Context: an optimization exercise on an open-source flow, tuned for small area, a short achievable clock period and few clock cycles. The choices shown serve that exercise and are no tape-out recipe.
At most, simulation tests tie the RTL to the original design; equivalence was not proved.

Setup of P:
// piecewise_linear_pixel_map_top
module piecewise_linear_pixel_map_top (
	input  logic             clk,
	input  logic             arst_n,
	input  logic             s_tvalid,
	output logic             s_tready,
	input  logic [7:0]       s_tdata,     
	output logic             m_tvalid,
	input  logic             m_tready,
	output logic [7:0]       m_tdata,     
	input  logic             cfg_we,
	input  logic [IDX_W-1:0] cfg_addr,
	input  logic [PT_W-1:0]  cfg_wdata
);
Size: about 2200 cells after synthesis, ~0.024 mm² of cells after synthesis.
==> module plpm_datapath, before the edit <==
module plpm_datapath #(
	parameter int LAT = 7
) (
	input  logic                        clk,
	input  logic                        arst_n,
	input  logic                        in_vld,
	input  logic [PIX_W-1:0]            in_pix,
	input  logic [6:1]                  nv,
	input  logic [5:0][PIX_W-1:0]       ppos,
	input  logic [5:0][PIX_W-1:0]       plev,
	output logic                        out_vld,
	output logic [PIX_W-1:0]            out_pix
);
	logic [LAT:1] v_q;
	always_ff @(posedge clk or negedge arst_n) begin
		if (!arst_n) begin
			v_q <= '0;
		end else begin
			v_q <= {v_q[LAT-1:1], in_vld};
		end
	end
	assign out_vld = v_q[LAT];
	logic [PIX_W-1:0] b1, bl1, e1, el1;
	plpm_sel u_sel (.a(in_pix), .nv(nv), .ppos(ppos), .plev(plev), .b(b1), .bl(bl1), .e(e1), .el(el1));
	logic [PIX_W-1:0] a2_q, b2_q, bl2_q, e2_q, el2_q;
	always_ff @(posedge clk) begin
		a2_q  <= in_pix;
		b2_q  <= b1;
		bl2_q <= bl1;
		e2_q  <= e1;
		el2_q <= el1;
	end
	logic [PIX_W-1:0] t2, d2, m2, base2;
	plpm_seg u_seg (.a(a2_q), .b(b2_q), .bl(bl2_q), .e(e2_q), .el(el2_q),
		.t(t2), .d(d2), .m(m2), .base(base2));
	logic [PIX_W-1:0] t3_q, m3_q, d3_q, base3_q;
	always_ff @(posedge clk) begin
		t3_q    <= t2;
		m3_q    <= m2;
		d3_q    <= d2;
		base3_q <= base2;
	end
	logic [2*PIX_W-1:0] ys3, yc3;
	plpm_csa u_csa (.t(t3_q), .m(m3_q), .h(d3_q[PIX_W-1:1]), .s(ys3), .c(yc3));
	logic [2*PIX_W-1:0] ys4_q, yc4_q;
	logic [PIX_W-1:0]   d4_q, base4_q;
	always_ff @(posedge clk) begin
		ys4_q   <= ys3;
		yc4_q   <= yc3;
		d4_q    <= d3_q;
		base4_q <= base3_q;
	end
	logic [2*PIX_W-1:0] y5_q;
	logic [PIX_W-1:0]   d5_q, base5_q;
	logic [PIX_W+1:0]   dt5_q;
	always_ff @(posedge clk) begin
		y5_q    <= ys4_q + yc4_q;
		d5_q    <= d4_q;
		dt5_q   <= {2'b0, d4_q} + {1'b0, d4_q, 1'b0};
		base5_q <= base4_q;
	end
	logic [PIX_W-1:0] r_q  [6:8];
	logic [PIX_W-1:0] w_q  [6:8];
	logic [PIX_W-1:0] dv_q [6:8];
	logic [PIX_W+1:0] dt_q [6:8];
	logic [PIX_W-1:0] bs_q [6:8];
	logic [PIX_W-1:0] r_in  [5:7];
	logic [PIX_W-1:0] w_in  [5:7];
	logic [PIX_W-1:0] dv_in [5:7];
	logic [PIX_W+1:0] dt_in [5:7];
	logic [PIX_W-1:0] bs_in [5:7];
	always_comb begin
		r_in[5]  = y5_q[15:8];
		w_in[5]  = y5_q[7:0];
		dv_in[5] = d5_q;
		dt_in[5] = dt5_q;
		bs_in[5] = base5_q;
		for (int s = 6; s <= 7; s++) begin
			r_in[s]  = r_q[s];
			w_in[s]  = w_q[s];
			dv_in[s] = dv_q[s];
			dt_in[s] = dt_q[s];
			bs_in[s] = bs_q[s];
		end
	end
	for (genvar s = 5; s <= 7; s++) begin : g_div
		logic [PIX_W-1:0] rn;
		logic [1:0]       q;
		plpm_div4 u_d (.r(r_in[s]), .bits(w_in[s][7:6]), .d(dv_in[s]), .d3(dt_in[s]), .q(q), .rn(rn));
		always_ff @(posedge clk) begin
			r_q[s+1]  <= rn;
			w_q[s+1]  <= {w_in[s][5:0], q};
			dv_q[s+1] <= dv_in[s];
			dt_q[s+1] <= dt_in[s];
			bs_q[s+1] <= bs_in[s];
		end
	end
	logic [PIX_W-1:0] hi8;
	logic [1:0]       q8;
	logic [PIX_W-1:0] sum8 [4];
	plpm_div4q u_dq (.r(r_q[8]), .bits(w_q[8][7:6]), .d(dv_q[8]), .d3(dt_q[8]), .q(q8));
	always_comb begin
		hi8 = bs_q[8] + {w_q[8][5:0], 2'b00};
		for (int k = 0; k < 4; k++) sum8[k] = hi8 + PIX_W'(k);
	end
	assign out_pix = sum8[q8];
endmodule
==> module piecewise_linear_pixel_map_top, before the edit <==
module piecewise_linear_pixel_map_top (
	input  logic             clk,
	input  logic             arst_n,
	input  logic             s_tvalid,
	output logic             s_tready,
	input  logic [7:0]       s_tdata,     
	output logic             m_tvalid,
	input  logic             m_tready,
	output logic [7:0]       m_tdata,     
	input  logic             cfg_we,
	input  logic [IDX_W-1:0] cfg_addr,
	input  logic [PT_W-1:0]  cfg_wdata
);
	localparam int LAT   = 7;             
	localparam int QD    = LAT + 2;       
	localparam int CR_W  = $clog2(QD + 1);
	logic [6:1]       nv_q;               
	logic [5:0][PIX_W-1:0] ppos_q, plev_q;
	logic [PT_W-1:0]  cfg_d;
	assign cfg_d = cfg_wdata & {PT_W{arst_n}};
	always_ff @(posedge clk) begin
		if (!arst_n || (cfg_we && cfg_addr == REG_COUNT)) begin
			for (int j = 1; j <= 6; j++) nv_q[j] <= (cfg_d[CNT_W-1:0] >= CNT_W'(j));
		end
		for (int i = 0; i < 6; i++) begin
			if (!arst_n || (cfg_we && cfg_addr == IDX_W'(i + 1))) begin
				ppos_q[i] <= cfg_d[PT_W-1:PIX_W];
				plev_q[i] <= cfg_d[PIX_W-1:0];
			end
		end
	end
	logic              acc, pop, push;
	logic [PIX_W-1:0]  res;
	logic [CR_W-1:0]   cr_q, cr_d;
	logic              rdy_q;
	assign acc      = s_tvalid && rdy_q;
	assign s_tready = rdy_q;
	assign pop      = m_tvalid && m_tready;
	assign cr_d     = cr_q + CR_W'(acc) - CR_W'(pop);
	always_ff @(posedge clk or negedge arst_n) begin
		if (!arst_n) begin
			cr_q  <= '0;
			rdy_q <= 1'b0;
		end else begin
			cr_q  <= cr_d;
			rdy_q <= (cr_d < CR_W'(QD));
		end
	end
	plpm_datapath #(.LAT(LAT)) u_dp (
		.clk    (clk),
		.arst_n (arst_n),
		.in_vld (acc),
		.in_pix (s_tdata),
		.nv     (nv_q),
		.ppos   (ppos_q),
		.plev   (plev_q),
		.out_vld(push),
		.out_pix(res)
	);
	plpm_queue #(.DEPTH(QD)) u_q (
		.clk    (clk),
		.arst_n (arst_n),
		.push   (push),
		.din    (res),
		.pop    (pop),
		.vld    (m_tvalid),
		.dout   (m_tdata)
	);
endmodule
clock: 8.5 ns
lec_check: 0
cap_margin: 20
core_margin: 2
core_utilization: 55
setup_slack_margin: 5.0
slew_margin: 20
run.sh (not shown) runs the stock make flow with config.mk's settings and CLKGATE_MAP_FILE= SYNTH_SCRIPT=/design/flow/synth_recipe.tcl, a recipe that flattens the netlist after the stock synthesis.
P finished every stage and its layout cleared the timing, design-rule and antenna checks.
Testbench counts of P, summed over its fixed seeds: cycles 131,360.
Edits applied to the flow inputs when going from P to Q:
diff --git a/flow/design.v b/flow/design.v
--- a/flow/design.v
+++ b/flow/design.v
@@ -60,7 +60,7 @@
 `default_nettype none
 import plpm_pkg::*;
 module plpm_datapath #(
-	parameter int LAT = 7
+	parameter int LAT = 8
 ) (
 	input  logic                        clk,
 	input  logic                        arst_n,
@@ -81,11 +81,13 @@
 		end
 	end
 	assign out_vld = v_q[LAT];
+	logic [PIX_W-1:0] a1_q;
+	always_ff @(posedge clk) a1_q <= in_pix;
 	logic [PIX_W-1:0] b1, bl1, e1, el1;
-	plpm_sel u_sel (.a(in_pix), .nv(nv), .ppos(ppos), .plev(plev), .b(b1), .bl(bl1), .e(e1), .el(el1));
+	plpm_sel u_sel (.a(a1_q), .nv(nv), .ppos(ppos), .plev(plev), .b(b1), .bl(bl1), .e(e1), .el(el1));
 	logic [PIX_W-1:0] a2_q, b2_q, bl2_q, e2_q, el2_q;
 	always_ff @(posedge clk) begin
-		a2_q  <= in_pix;
+		a2_q  <= a1_q;
 		b2_q  <= b1;
 		bl2_q <= bl1;
 		e2_q  <= e1;
@@ -318,21 +320,39 @@
 	input  logic [IDX_W-1:0] cfg_addr,
 	input  logic [PT_W-1:0]  cfg_wdata
 );
-	localparam int LAT   = 7;             
+	localparam int LAT   = 8;             
 	localparam int QD    = LAT + 2;       
 	localparam int CR_W  = $clog2(QD + 1);
+	logic             pw_we;
+	logic [IDX_W-1:0] pw_addr;
+	logic [PT_W-1:0]  pw_data;
 	logic [6:1]       nv_q;               
 	logic [5:0][PIX_W-1:0] ppos_q, plev_q;
-	logic [PT_W-1:0]  cfg_d;
-	assign cfg_d = cfg_wdata & {PT_W{arst_n}};
-	always_ff @(posedge clk) begin
-		if (!arst_n || (cfg_we && cfg_addr == REG_COUNT)) begin
-			for (int j = 1; j <= 6; j++) nv_q[j] <= (cfg_d[CNT_W-1:0] >= CNT_W'(j));
+	always_ff @(posedge clk or negedge arst_n) begin
+		if (!arst_n) begin
+			pw_we <= 1'b0;
+		end else begin
+			pw_we <= cfg_we;
 		end
-		for (int i = 0; i < 6; i++) begin
-			if (!arst_n || (cfg_we && cfg_addr == IDX_W'(i + 1))) begin
-				ppos_q[i] <= cfg_d[PT_W-1:PIX_W];
-				plev_q[i] <= cfg_d[PIX_W-1:0];
+	end
+	always_ff @(posedge clk) begin
+		pw_addr <= cfg_addr;
+		pw_data <= cfg_wdata;
+	end
+	always_ff @(posedge clk or negedge arst_n) begin
+		if (!arst_n) begin
+			nv_q   <= '0;
+			ppos_q <= '0;
+			plev_q <= '0;
+		end else if (pw_we) begin
+			if (pw_addr == REG_COUNT) begin
+				for (int j = 1; j <= 6; j++) nv_q[j] <= (pw_data[CNT_W-1:0] >= CNT_W'(j));
+			end
+			for (int i = 0; i < 6; i++) begin
+				if (pw_addr == IDX_W'(i + 1)) begin
+					ppos_q[i] <= pw_data[PT_W-1:PIX_W];
+					plev_q[i] <= pw_data[PIX_W-1:0];
+				end
 			end
 		end
 	end
==> comparison <==
On instance count on the critical path, the lower figure sits with Q, not P.
Per the comparison of Q with P, wire length on met3 shows a reduction of about 13%, final area rose by 0.0024 mm², worst setup slack increased by 0.19 ns relative to the old numbers, via count of the first global-routing pass climbed 19%.
As far as clock slew at the register clock pins of the worst setup and hold paths is concerned, Q and P perform about the same.
Of P and Q, the run reporting the higher clock-buffer cell count was Q.
From P to Q the numbers moved as follows: number of synthesized flops with an enable pin lost 94, fraction of the cycle the final worst path needs now smaller, post-layout minimum cycle time went down.
Of the two values seen for launching instance or port of the critical path, m_tready was produced by Q and u_dp.w_q[8][6] by P.
The higher vertical extent of the die of P and Q is in Q.
Comparing P and Q, non-clock buffer count is lower on Q.
No functional check of the RTL was part of Q.

-- re-timing with driven ports --
In the flow no input, the clock included, has a driving cell. The finished layouts below were timed again as built, in two steps. Step 1 assumes that a clkbuf_16 drives the clock port and a buf_2 every other input. Step 2 times the ports against the registers' clock, not the clock port: input delays grow and output delays shrink by t, the midpoint of the rising clock arrivals with the driver on. Three values: ideal ports, drivers, drivers and shift; two values: the first two.
run	t (ns)	setup slack, ns	hold WS [ns]	clock arrival spread, ns	slew at the worst register clock pin (ns)
P	0.635	4.895 / 4.895 / 4.268	0.320 / 0.320 / 0.320	0.035 / 0.035	0.06 / 0.06
Q	0.649	5.083 / 5.052 / 4.466	0.312 / 0.312 / 0.312	0.033 / 0.033	0.07 / 0.07
After both steps setup and hold are still met in every run listed. For P, which loses most, drivers alone change the setup slack by 0.000 ns; drivers and shift together by -0.627 ns.
